Source: an optimization exercise on an open RTL-to-GDS flow (aim: a short achievable clock period and few clock cycles). Production flows keep margins and buffers that such runs may drop.
Only simulation tests tie the RTL to the original design; equivalence was not proved.

==> module br_pre, before the edit <==
module br_pre
(
    input  logic [isa_pkg::word_w-1:0] na,
    input  logic [isa_pkg::word_w-1:0] nb,
    input  logic [1:0]                 sta,
    input  logic [1:0]                 stb,
    input  logic [isa_pkg::word_w-1:0] a_q,
    input  logic [isa_pkg::word_w-1:0] b_q,
    input  logic [2:0]                 sela_q,
    input  logic [2:0]                 selb_q,
    input  logic [isa_pkg::word_w-1:0] e2_res_q,
    input  logic [isa_pkg::word_w-1:0] wbdata_q,
    input  logic                       e1_sub,
    input  logic                       e1_slt,
    input  logic [isa_pkg::word_w-1:0] ms,        
    input  logic [isa_pkg::word_w-1:0] mc,
    output logic [3:0]                 eqg,
    output logic                       brwait
);
    logic [isa_pkg::word_w-1:0] xa;
    logic [isa_pkg::word_w-1:0] xb;
    logic [8:0][3:0]            cand;
    logic [8:0]                 sel;
    ex_operands u_ops (
        .a_q (a_q), .b_q (b_q), .sela_q (sela_q), .selb_q (selb_q),
        .e2_res_q (e2_res_q), .wbdata_q (wbdata_q), .xa (xa), .xb (xb)
    );
    br_cand u_cand (.na(na), .nb(nb), .xa(xa), .xb(xb), .ms(ms), .mc(mc), .cand(cand));
    always_comb
    begin
        sel = '0;
        case ({sta, stb})
            4'b0000: sel[0] = 1'b1;
            4'b0100: sel[e1_slt ? 7 : (e1_sub ? 2 : 1)] = 1'b1;
            4'b0001: sel[e1_slt ? 8 : (e1_sub ? 4 : 3)] = 1'b1;
            4'b1000: sel[5] = 1'b1;
            4'b0010: sel[6] = 1'b1;
            default: sel = '0;       
        endcase
        brwait = ({sta, stb} == 4'b0110) || ({sta, stb} == 4'b1001);
    end
    br_sel u_sel (.sel(sel), .cand(cand), .eqg(eqg));
endmodule
==> module br_cand, before the edit <==
module br_cand
(
    input  logic [isa_pkg::word_w-1:0] na,
    input  logic [isa_pkg::word_w-1:0] nb,
    input  logic [isa_pkg::word_w-1:0] xa,
    input  logic [isa_pkg::word_w-1:0] xb,
    input  logic [isa_pkg::word_w-1:0] ms,
    input  logic [isa_pkg::word_w-1:0] mc,
    output logic [8:0][3:0]            cand
);
    localparam int W = isa_pkg::word_w;
    logic slt;
    assign slt = (xa[W-1] & !xb[W-1]) | (!(xa[W-1] ^ xb[W-1]) & (xa[W-2:0] < xb[W-2:0]));
    for (genvar k = 0; k < 4; k++)
    begin : g_n
        assign cand[0][k] = (na[4*k +: 4] == nb[4*k +: 4]);
    end
    sum_chk u_c1 (.p(xa), .q(xb), .z(nb), .ok(cand[1]));
    sum_chk u_c2 (.p(nb), .q(xb), .z(xa), .ok(cand[2]));
    sum_chk u_c3 (.p(xa), .q(xb), .z(na), .ok(cand[3]));
    sum_chk u_c4 (.p(na), .q(xb), .z(xa), .ok(cand[4]));
    sum_chk u_c5 (.p(ms), .q(mc), .z(nb), .ok(cand[5]));
    sum_chk u_c6 (.p(ms), .q(mc), .z(na), .ok(cand[6]));
    slt_chk u_c7 (.slt(slt), .z(nb), .ok(cand[7]));
    slt_chk u_c8 (.slt(slt), .z(na), .ok(cand[8]));
endmodule
==> module slt_chk, before the edit <==
module slt_chk
(
    input  logic                       slt,
    input  logic [isa_pkg::word_w-1:0] z,
    output logic [3:0]                 ok
);
    assign ok[0] = (z[3:1] == 3'd0) && (z[0] == slt);
    for (genvar k = 1; k < 4; k++)
    begin : g_n
        assign ok[k] = (z[4*k +: 4] == 4'd0);
    end
endmodule
==> module br_sel, before the edit <==
module br_sel
(
    input  logic [8:0]      sel,
    input  logic [8:0][3:0] cand,
    output logic [3:0]      eqg
);
    always_comb
    begin
        eqg = {4{sel == 9'd0}};
        for (int i = 0; i < 9; i++)
            eqg = eqg | ({4{sel[i]}} & cand[i]);
    end
endmodule
clock: 5.5 ns
lec_check: 0
cap_margin: 20
core_margin: 2
core_utilization: 40
setup_slack_margin: 3.0
slew_margin: 20
synth_hierarchical: 1
tns_end_percent: 100
standard.sh (not shown) runs the stock make flow with config.mk's settings and CLKGATE_MAP_FILE= SYNTH_SCRIPT=/design/flow/synth_recipe.tcl, a recipe that flattens the netlist after the stock synthesis.
==> flow/flow/run.sh <==
#!/bin/bash
# Layout flow: the standard flow (standard.sh, all steps) with two changes,
# set in flow/extra.mk:
#  - adders are left to abc as plain logic (ADDER_MAP_FILE empty) instead of
#    being mapped to the library's full/half adder cells: faster carry logic;
#  - slow cells (or3, or4, nor4, a2111o(i), o2111a) and the delay cells are
#    added to DONT_USE_CELLS.
# Registers and everything else are as in the standard flow. The make output
# goes to run_standard.log in the work folder; each tool's own log is under
# orfs/logs/.
set -euo pipefail
cd "$(dirname "$0")/.."
{ echo "include $PWD/config.mk"; cat flow/extra.mk; } > own_config.mk
sed "s|DESIGN_CONFIG=[^ ]*|DESIGN_CONFIG=$PWD/own_config.mk|" standard.sh > own_standard.sh
bash own_standard.sh > run_standard.log 2>&1
==> flow/flow/extra.mk <==
# Synthesis and sizing changes of this flow (see run.sh).
export ADDER_MAP_FILE =
export DONT_USE_CELLS = sky130_fd_sc_hd__or4_1 sky130_fd_sc_hd__or4_2 sky130_fd_sc_hd__or4_4 sky130_fd_sc_hd__or4b_1 sky130_fd_sc_hd__or4b_2 sky130_fd_sc_hd__or4b_4 sky130_fd_sc_hd__or4bb_1 sky130_fd_sc_hd__or4bb_2 sky130_fd_sc_hd__or4bb_4 sky130_fd_sc_hd__or3_1 sky130_fd_sc_hd__or3_2 sky130_fd_sc_hd__or3_4 sky130_fd_sc_hd__or3b_1 sky130_fd_sc_hd__or3b_2 sky130_fd_sc_hd__or3b_4 sky130_fd_sc_hd__clkdlybuf4s15_1 sky130_fd_sc_hd__clkdlybuf4s15_2 sky130_fd_sc_hd__clkdlybuf4s18_1 sky130_fd_sc_hd__clkdlybuf4s18_2 sky130_fd_sc_hd__clkdlybuf4s25_1 sky130_fd_sc_hd__clkdlybuf4s25_2 sky130_fd_sc_hd__clkdlybuf4s50_1 sky130_fd_sc_hd__clkdlybuf4s50_2 sky130_fd_sc_hd__dlygate4sd1_1 sky130_fd_sc_hd__dlygate4sd2_1 sky130_fd_sc_hd__dlygate4sd3_1 sky130_fd_sc_hd__dlymetal6s2s_1 sky130_fd_sc_hd__dlymetal6s4s_1 sky130_fd_sc_hd__dlymetal6s6s_1 sky130_fd_sc_hd__a2111o_1 sky130_fd_sc_hd__a2111o_2 sky130_fd_sc_hd__a2111o_4 sky130_fd_sc_hd__a2111oi_0 sky130_fd_sc_hd__a2111oi_1 sky130_fd_sc_hd__a2111oi_2 sky130_fd_sc_hd__a2111oi_4 sky130_fd_sc_hd__nor4_1 sky130_fd_sc_hd__nor4_2 sky130_fd_sc_hd__nor4_4 sky130_fd_sc_hd__nor4b_1 sky130_fd_sc_hd__nor4b_2 sky130_fd_sc_hd__nor4b_4 sky130_fd_sc_hd__nor4bb_1 sky130_fd_sc_hd__nor4bb_2 sky130_fd_sc_hd__nor4bb_4 sky130_fd_sc_hd__o2111a_1 sky130_fd_sc_hd__o2111a_2 sky130_fd_sc_hd__o2111a_4
Testbench counts at the start, summed over its fixed seeds: cycles 10,145.
Change:
--- a/flow/design.v
+++ b/flow/design.v
@@ -391,10 +391,10 @@
     output logic                       brwait
 );
     logic [isa_pkg::word_w-1:0] xa;
     logic [isa_pkg::word_w-1:0] xb;
-    logic [8:0][3:0]            cand;
-    logic [8:0]                 sel;
+    logic [6:0][3:0]            cand;
+    logic [6:0]                 sel;
     ex_operands u_ops (
         .a_q (a_q), .b_q (b_q), .sela_q (sela_q), .selb_q (selb_q),
         .e2_res_q (e2_res_q), .wbdata_q (wbdata_q), .xa (xa), .xb (xb)
     );
@@ -403,15 +403,16 @@
     begin
         sel = '0;
         case ({sta, stb})
             4'b0000: sel[0] = 1'b1;
-            4'b0100: sel[e1_slt ? 7 : (e1_sub ? 2 : 1)] = 1'b1;
-            4'b0001: sel[e1_slt ? 8 : (e1_sub ? 4 : 3)] = 1'b1;
+            4'b0100: sel[e1_sub ? 2 : 1] = 1'b1;
+            4'b0001: sel[e1_sub ? 4 : 3] = 1'b1;
             4'b1000: sel[5] = 1'b1;
             4'b0010: sel[6] = 1'b1;
             default: sel = '0;       
         endcase
-        brwait = ({sta, stb} == 4'b0110) || ({sta, stb} == 4'b1001);
+        brwait = (((sta == 2'd1) || (stb == 2'd1)) && e1_slt) ||
+                 ({sta, stb} == 4'b0110) || ({sta, stb} == 4'b1001);
     end
     br_sel u_sel (.sel(sel), .cand(cand), .eqg(eqg));
 endmodule
 module br_cand
@@ -421,13 +422,10 @@
     input  logic [isa_pkg::word_w-1:0] xa,
     input  logic [isa_pkg::word_w-1:0] xb,
     input  logic [isa_pkg::word_w-1:0] ms,
     input  logic [isa_pkg::word_w-1:0] mc,
-    output logic [8:0][3:0]            cand
+    output logic [6:0][3:0]            cand
 );
-    localparam int W = isa_pkg::word_w;
-    logic slt;
-    assign slt = (xa[W-1] & !xb[W-1]) | (!(xa[W-1] ^ xb[W-1]) & (xa[W-2:0] < xb[W-2:0]));
     for (genvar k = 0; k < 4; k++)
     begin : g_n
         assign cand[0][k] = (na[4*k +: 4] == nb[4*k +: 4]);
     end
@@ -436,10 +434,8 @@
     sum_chk u_c3 (.p(xa), .q(xb), .z(na), .ok(cand[3]));
     sum_chk u_c4 (.p(na), .q(xb), .z(xa), .ok(cand[4]));
     sum_chk u_c5 (.p(ms), .q(mc), .z(nb), .ok(cand[5]));
     sum_chk u_c6 (.p(ms), .q(mc), .z(na), .ok(cand[6]));
-    slt_chk u_c7 (.slt(slt), .z(nb), .ok(cand[7]));
-    slt_chk u_c8 (.slt(slt), .z(na), .ok(cand[8]));
 endmodule
 module sum_chk
 (
     input  logic [isa_pkg::word_w-1:0] p,
@@ -456,30 +452,18 @@
     begin : g_n
         assign ok[k] = &bit_ok[4*k +: 4];
     end
 endmodule
-module slt_chk
-(
-    input  logic                       slt,
-    input  logic [isa_pkg::word_w-1:0] z,
-    output logic [3:0]                 ok
-);
-    assign ok[0] = (z[3:1] == 3'd0) && (z[0] == slt);
-    for (genvar k = 1; k < 4; k++)
-    begin : g_n
-        assign ok[k] = (z[4*k +: 4] == 4'd0);
-    end
-endmodule
 module br_sel
 (
-    input  logic [8:0]      sel,
-    input  logic [8:0][3:0] cand,
+    input  logic [6:0]      sel,
+    input  logic [6:0][3:0] cand,
     output logic [3:0]      eqg
 );
     always_comb
     begin
-        eqg = {4{sel == 9'd0}};
-        for (int i = 0; i < 9; i++)
+        eqg = {4{sel == 7'd0}};
+        for (int i = 0; i < 7; i++)
             eqg = eqg | ({4{sel[i]}} & cand[i]);
     end
 endmodule
 `timescale 1ns/1ns
The new run passed the timing, design-rule and antenna checks.
Worst setup slack improves by 12 ps.
Via count drops slightly.
Final area shrinks slightly.
Synthesized area drops slightly.
Core utilization barely changes.
Testbench counts after the change, summed over its fixed seeds: cycles 10,189.

static timing again, ports no longer ideal:
The results above use ideal ports. As a check the final layouts listed here were re-extracted and re-timed, cells and wires unchanged.
Step 1 (the two cells are an assumption about what drives the block):
set clk [get_ports {clk}]
set_driving_cell -lib_cell sky130_fd_sc_hd__clkbuf_16 $clk
set_driving_cell -lib_cell sky130_fd_sc_hd__buf_2 [delete_from_list [all_inputs] $clk]
Step 2 moves the port delays by t, midway between the first and last clock arrival at a register: inputs arrive t later, outputs are due t later. That takes back most of the time a late clock gives input paths.
Slacks: ideal / step 1 / step 2; pairs: ideal / step 1.
| run | t, ns | slack for setup (ns) | worst data-port slew with drivers (ns) |
|---|---|---|---|
| the first run | 0.746 | 1.571 / 1.383 / 0.637 | 0.27 |
| the second run | 0.750 | 1.583 / 1.502 / 0.752 | 0.15 |
After both steps every run listed still meets setup and hold. For the first run, which loses most, drivers alone change the setup slack by -0.188 ns; drivers and shift together by -0.934 ns.
